From an optimization exercise on the open Yosys and OpenROAD flow, aimed at small area; shortcuts taken in it are not production practice. The RTL was checked by simulation tests, not by an equivalence proof against the original design. Power is estimated from default activity; no workload was simulated. The clock port is modelled as an ideal driver; clocking choices that lean on that would not hold on a real chip.

==> run E: inputs <==
==> flow/design.v <==
module window_gen_top (
  input  logic         clk,
  input  logic         rst_n,
  input  logic         aclr,
  input  logic         ien,
  input  logic         isof,
  input  logic [9:0]   per_img_Y,
  output logic         oen,
  output logic [249:0] win_data,
  output logic [5:0]   win_row,
  output logic [5:0]   win_col,
  output logic         win_inside
);
  window_gen_kxk #(
    .DW(10), .K(5), .IMG_W(64), .IMG_H(48), .ZERO_PAD(1)
  ) u_core (
    .clk        (clk),
    .rst_n      (rst_n),
    .aclr       (aclr),
    .ien        (ien),
    .isof       (isof),
    .per_img_Y  (per_img_Y),
    .oen        (oen),
    .win_data   (win_data),
    .win_row    (win_row),
    .win_col    (win_col),
    .win_inside (win_inside)
  );
endmodule

package window_gen_kxk_pkg;
  localparam int ZP_RAW  = 0;   
  localparam int ZP_ZERO = 1;   
  function automatic integer tap_idx(input integer i, input integer j, input integer k);
    tap_idx = i * k + j;
  endfunction
  function automatic integer coord_w(input integer n);
    coord_w = (n > 2) ? $clog2(n) : 1;
  endfunction
endpackage
module line_delay #(
  parameter int DW    = 10,
  parameter int IMG_W = 640
)(
  input  logic          clk,
  input  logic          i_en,
  input  logic [DW-1:0] i_din,
  output logic [DW-1:0] o_dout
);
  logic [IMG_W-1:0][DW-1:0] r_mem;
  always_ff @(posedge clk) begin
    if (i_en) r_mem <= {r_mem[IMG_W-2:0], i_din};
  end
  assign o_dout = r_mem[IMG_W-1];
endmodule
module window_gen_kxk #(
  parameter int DW       = 10,
  parameter int K        = 3,
  parameter int IMG_W    = 640,
  parameter int IMG_H    = 480,
  parameter int ZERO_PAD = window_gen_kxk_pkg::ZP_ZERO
)(
  input  logic                      clk,
  input  logic                      rst_n,
  input  logic                      aclr,
  input  logic                      ien,
  input  logic                      isof,
  input  logic [DW-1:0]             per_img_Y,
  output logic                      oen,
  output logic [K*K*DW-1:0]         win_data,
  output logic [window_gen_kxk_pkg::coord_w(IMG_H)-1:0] win_row,
  output logic [window_gen_kxk_pkg::coord_w(IMG_W)-1:0] win_col,
  output logic                      win_inside
);
  localparam int RW = window_gen_kxk_pkg::coord_w(IMG_H);
  localparam int CW = window_gen_kxk_pkg::coord_w(IMG_W);
  localparam logic [RW-1:0] LAST_ROW = RW'(IMG_H - 1);
  localparam logic [CW-1:0] LAST_COL = CW'(IMG_W - 1);
  logic [RW-1:0] r_row, r_orow, w_row, w_row_nxt;
  logic [CW-1:0] r_col, r_ocol, w_col, w_col_nxt;
  logic          r_oen;
  logic          w_en;
  logic [K-1:0][K-1:0][DW-1:0] r_win;
  logic [K-1:0][DW-1:0]        w_rowin;
  assign w_en = ien & ~aclr;
  always_comb begin
    w_row     = isof ? '0 : r_row;
    w_col     = isof ? '0 : r_col;
    w_col_nxt = w_col + 1'b1;
    w_row_nxt = w_row;
    if (w_col == LAST_COL) begin
      w_col_nxt = '0;
      w_row_nxt = (w_row == LAST_ROW) ? '0 : w_row + 1'b1;
    end
  end
  assign w_rowin[K-1] = per_img_Y;
  genvar d;
  for (d = 0; d < K - 1; d++) begin : g_dly
    line_delay #(.DW(DW), .IMG_W(IMG_W)) u_dly (
      .clk    (clk),
      .i_en   (w_en),
      .i_din  (w_rowin[K-1-d]),
      .o_dout (w_rowin[K-2-d])
    );
  end
  always_ff @(posedge clk or negedge rst_n) begin
    if (!rst_n) begin
      r_row  <= '0;
      r_col  <= '0;
      r_orow <= '0;
      r_ocol <= '0;
      r_oen  <= 1'b0;
      r_win  <= '0;
    end else if (aclr) begin
      r_row  <= '0;
      r_col  <= '0;
      r_orow <= '0;
      r_ocol <= '0;
      r_oen  <= 1'b0;
      r_win  <= '0;
    end else begin
      r_oen <= ien;
      if (ien) begin
        r_row  <= w_row_nxt;
        r_col  <= w_col_nxt;
        r_orow <= w_row;
        r_ocol <= w_col;
        for (int i = 0; i < K; i++)
          r_win[i] <= {w_rowin[i], r_win[i][K-1:1]};
      end
    end
  end
  always_comb begin
    win_data = '0;
    for (int i = 0; i < K; i++) begin
      for (int j = 0; j < K; j++) begin
        if (ZERO_PAD == window_gen_kxk_pkg::ZP_RAW ||
            (int'(r_orow) >= K - 1 - i && int'(r_ocol) >= K - 1 - j))
          win_data[window_gen_kxk_pkg::tap_idx(i, j, K)*DW +: DW] = r_win[i][j];
      end
    end
  end
  assign oen        = r_oen;
  assign win_row    = r_orow;
  assign win_col    = r_ocol;
  assign win_inside = (int'(r_orow) >= K - 1) && (int'(r_ocol) >= K - 1);
endmodule
==> flow/run.sh <==
#!/bin/bash
# synth_recipe.tcl (not shown) runs the flow's synth.tcl, then flattens the netlist and writes it again
# the make line also repeats each setting of config.mk as NAME=value (left out here)
make -C /OpenROAD-flow-scripts/flow DESIGN_CONFIG=/design/flow/config.mk WORK_HOME=/design/flow/orfs CLKGATE_MAP_FILE= SYNTH_SCRIPT=/design/flow/synth_recipe.tcl finish
==> flow/config.mk <==
export PLATFORM = sky130hd
export DESIGN_NAME = window_gen_top
export DESIGN_NICKNAME = window_gen_top
export VERILOG_FILES = /design/flow/design.v
export SDC_FILE = /design/flow/constraint.sdc
export NUM_CORES = 4
export LEC_CHECK = 0
export CAP_MARGIN = 20
export CORE_MARGIN = 2
export CORE_UTILIZATION = 50
export SLEW_MARGIN = 20
==> flow/constraint.sdc <==
create_clock -name core_clock -period 5.0 [get_ports {clk}]
set_input_delay 1.0000 -clock core_clock [delete_from_list [all_inputs] [get_ports {clk}]]
set_output_delay 1.0000 -clock core_clock [all_outputs]
set_load 0.01 [all_outputs]
==> run R: changes against run E <==
==> flow/design.v, changed modules only <==
module line_delay #(
  parameter int DW    = 10,
  parameter int DEPTH = 64
)(
  input  logic          clk,
  input  logic          i_en,
  input  logic          i_en_n,
  input  logic [DW-1:0] i_din,
  output logic [DW-1:0] o_dout
);
  logic [DEPTH-1:0][DW-1:0] r_mem;
  always_ff @(posedge clk) begin
    r_mem[0] <= ~((r_mem[0] | {DW{i_en}}) & (i_din | {DW{i_en_n}}));
    for (int k = 1; k < DEPTH; k++)
      r_mem[k] <= ~((r_mem[k] | {DW{i_en}}) & (r_mem[k-1] | {DW{i_en_n}}));
  end
  assign o_dout = r_mem[DEPTH-1];
endmodule
module line_taps #(
  parameter int DW = 10,
  parameter int K  = 3
)(
  input  logic                  clk,
  input  logic                  i_en,
  input  logic                  i_en_n,
  input  logic [DW-1:0]         i_din,
  output logic [K-1:0][DW-1:0]  o_tap
);
  logic [K-1:0][DW-1:0] r_tap;
  always_ff @(posedge clk) begin
    r_tap[K-1] <= (r_tap[K-1] | {DW{i_en}}) & (i_din | {DW{i_en_n}});
    for (int j = 0; j < K - 1; j++)
      r_tap[j] <= (r_tap[j] | {DW{i_en}}) & (r_tap[j+1] | {DW{i_en_n}});
  end
  assign o_tap = r_tap;
endmodule
module window_gen_kxk #(
  parameter int DW       = 10,
  parameter int K        = 3,
  parameter int IMG_W    = 640,
  parameter int IMG_H    = 480,
  parameter int ZERO_PAD = window_gen_kxk_pkg::ZP_ZERO
)(
  input  logic                      clk,
  input  logic                      rst_n,
  input  logic                      aclr,
  input  logic                      ien,
  input  logic                      isof,
  input  logic [DW-1:0]             per_img_Y,
  output logic                      oen,
  output logic [K*K*DW-1:0]         win_data,
  output logic [window_gen_kxk_pkg::coord_w(IMG_H)-1:0] win_row,
  output logic [window_gen_kxk_pkg::coord_w(IMG_W)-1:0] win_col,
  output logic                      win_inside
);
  localparam int RW = window_gen_kxk_pkg::coord_w(IMG_H);
  localparam int CW = window_gen_kxk_pkg::coord_w(IMG_W);
  localparam logic [RW-1:0] LAST_ROW = RW'(IMG_H - 1);
  localparam logic [CW-1:0] LAST_COL = CW'(IMG_W - 1);
  logic [RW-1:0] r_orow, w_row;
  logic [CW-1:0] r_ocol, w_col;
  logic          r_oen;
  logic          r_vld;    
  logic          r_ph;     
  logic [K-1:0][K-1:0][DW-1:0] r_tap;    
  logic [K-2:0][DW-1:0]        w_dly;    
  always_comb begin
    w_row = r_orow;
    w_col = r_ocol + 1'b1;
    if (r_ocol == LAST_COL) begin
      w_col = '0;
      w_row = (r_orow == LAST_ROW) ? '0 : r_orow + 1'b1;
    end
    if (isof || !r_vld) begin
      w_row = '0;
      w_col = '0;
    end
  end
  genvar d;
  for (d = 1; d < K; d++) begin : g_dly
    line_delay #(.DW(DW), .DEPTH(IMG_W - K)) u_dly (
      .clk    (clk),
      .i_en   (ien),
      .i_en_n (~ien),
      .i_din  (r_tap[d][0] ^ {DW{r_ph}}),
      .o_dout (w_dly[d-1])
    );
  end
  always_ff @(posedge clk or negedge rst_n) begin
    if (!rst_n) r_ph <= 1'b0;
    else        r_ph <= ~r_ph;
  end
  logic [K-1:0][DW-1:0] w_tapin;    
  assign w_tapin[K-1] = ~per_img_Y;
  genvar t;
  for (t = 0; t < K; t++) begin : g_tap
    if (t < K - 1) begin : g_in
      assign w_tapin[t] = w_dly[t] ^ {DW{r_ph}};
    end
    line_taps #(.DW(DW), .K(K)) u_taps (
      .clk    (clk),
      .i_en   (ien),
      .i_en_n (~ien),
      .i_din  (w_tapin[t]),
      .o_tap  (r_tap[t])
    );
  end
  always_ff @(posedge clk or negedge rst_n) begin
    if (!rst_n) begin
      r_orow <= '0;
      r_ocol <= '0;
      r_oen  <= 1'b0;
      r_vld  <= 1'b0;
    end else if (aclr) begin
      r_orow <= '0;
      r_ocol <= '0;
      r_oen  <= 1'b0;
      r_vld  <= 1'b0;
    end else begin
      r_oen <= ien;
      if (ien) begin
        r_orow <= w_row;
        r_ocol <= w_col;
        r_vld  <= 1'b1;
      end
    end
  end
  genvar i, j;
  for (i = 0; i < K; i++) begin : g_row
    for (j = 0; j < K; j++) begin : g_col
      logic w_show;
      assign w_show = r_vld && (ZERO_PAD == window_gen_kxk_pkg::ZP_RAW ||
                      (int'(r_orow) >= K - 1 - i && int'(r_ocol) >= K - 1 - j));
      assign win_data[window_gen_kxk_pkg::tap_idx(i, j, K)*DW +: DW] =
        w_show ? ~r_tap[i][j] : '0;
    end
  end
  assign oen        = r_oen;
  assign win_row    = r_orow;
  assign win_col    = r_ocol;
  assign win_inside = (int'(r_orow) >= K - 1) && (int'(r_ocol) >= K - 1);
endmodule
==> flow/flow/run.sh (new file) <==
#!/bin/bash
set -euo pipefail
bash standard.sh \
  "CTS_ARGS=-sink_clustering_enable -repair_clock_nets -dont_use_dummy_load -sink_clustering_size 28 -sink_clustering_max_diameter 100" \
  "BUFFER_PORTS_ARGS=-buffer_cell sky130_fd_sc_hd__buf_1" \
  finish > standard_flow.log 2>&1
==> flow/standard.sh (new file) <==
#!/bin/bash
# synth_recipe.tcl (not shown) runs the flow's synth.tcl, then flattens the netlist and writes it again
# the make line also repeats each setting of config.mk as NAME=value (left out here)
make -C /OpenROAD-flow-scripts/flow DESIGN_CONFIG=/design/flow/config.mk WORK_HOME=/design/flow/orfs CLKGATE_MAP_FILE= SYNTH_SCRIPT=/design/flow/synth_recipe.tcl "${@:-finish}"
CORE_UTILIZATION = 65   (was 50)
SYNTH_HIERARCHICAL = 1   (was default)
removed: flow/run.sh
==> summary of the runs <==
Of run R and run E, run R has the higher non-clock buffer count (gap 8).
Cell area: run R is lower than run E (25%).
Of run R and run E, run R has the higher worst hold slack (gap 0.29 ns).
Against run E, the sequential power of run R is smaller by about 3%.
Between run R and run E, the lower via count is in run E (gap 34%, measured against run E).
Between run R and run E, the lower sequential cell count is in run R (gap 210).
Of run E and run R, run R has the higher combinational power (gap 75%, measured against run R).

## separate check: timing with driven ports
The flow's constraints put no driver on any port. The routed layouts listed below were extracted and timed again, unchanged, in two steps.
Step 1 (the two cells are an assumption about what drives the block):
set clk [get_ports {clk}]
set_driving_cell -lib_cell sky130_fd_sc_hd__clkbuf_16 $clk
set_driving_cell -lib_cell sky130_fd_sc_hd__buf_2 [delete_from_list [all_inputs] $clk]
Step 2, shift: input delay + t, output delay - t, t = (earliest + latest rising clock arrival at the registers) / 2. This alone moves slack from input paths to output paths.
Slacks: ideal ports / drivers / drivers and shift; pairs: ideal ports / drivers.
run | t, ns | slack for setup (ns) | worst hold slack (ns) | worst data-port slew with drivers (ns) | cell pins on the clock port's net
run E | 0.931 | 0.331 / 0.255 / 1.186 | 0.094 / 0.127 / 0.389 | 0.11 | 1
run R | 0.775 | 0.124 / 0.046 / 0.821 | 0.386 / 0.347 / 0.424 | 0.06 | 1
After both steps setup and hold are still met in every run listed.
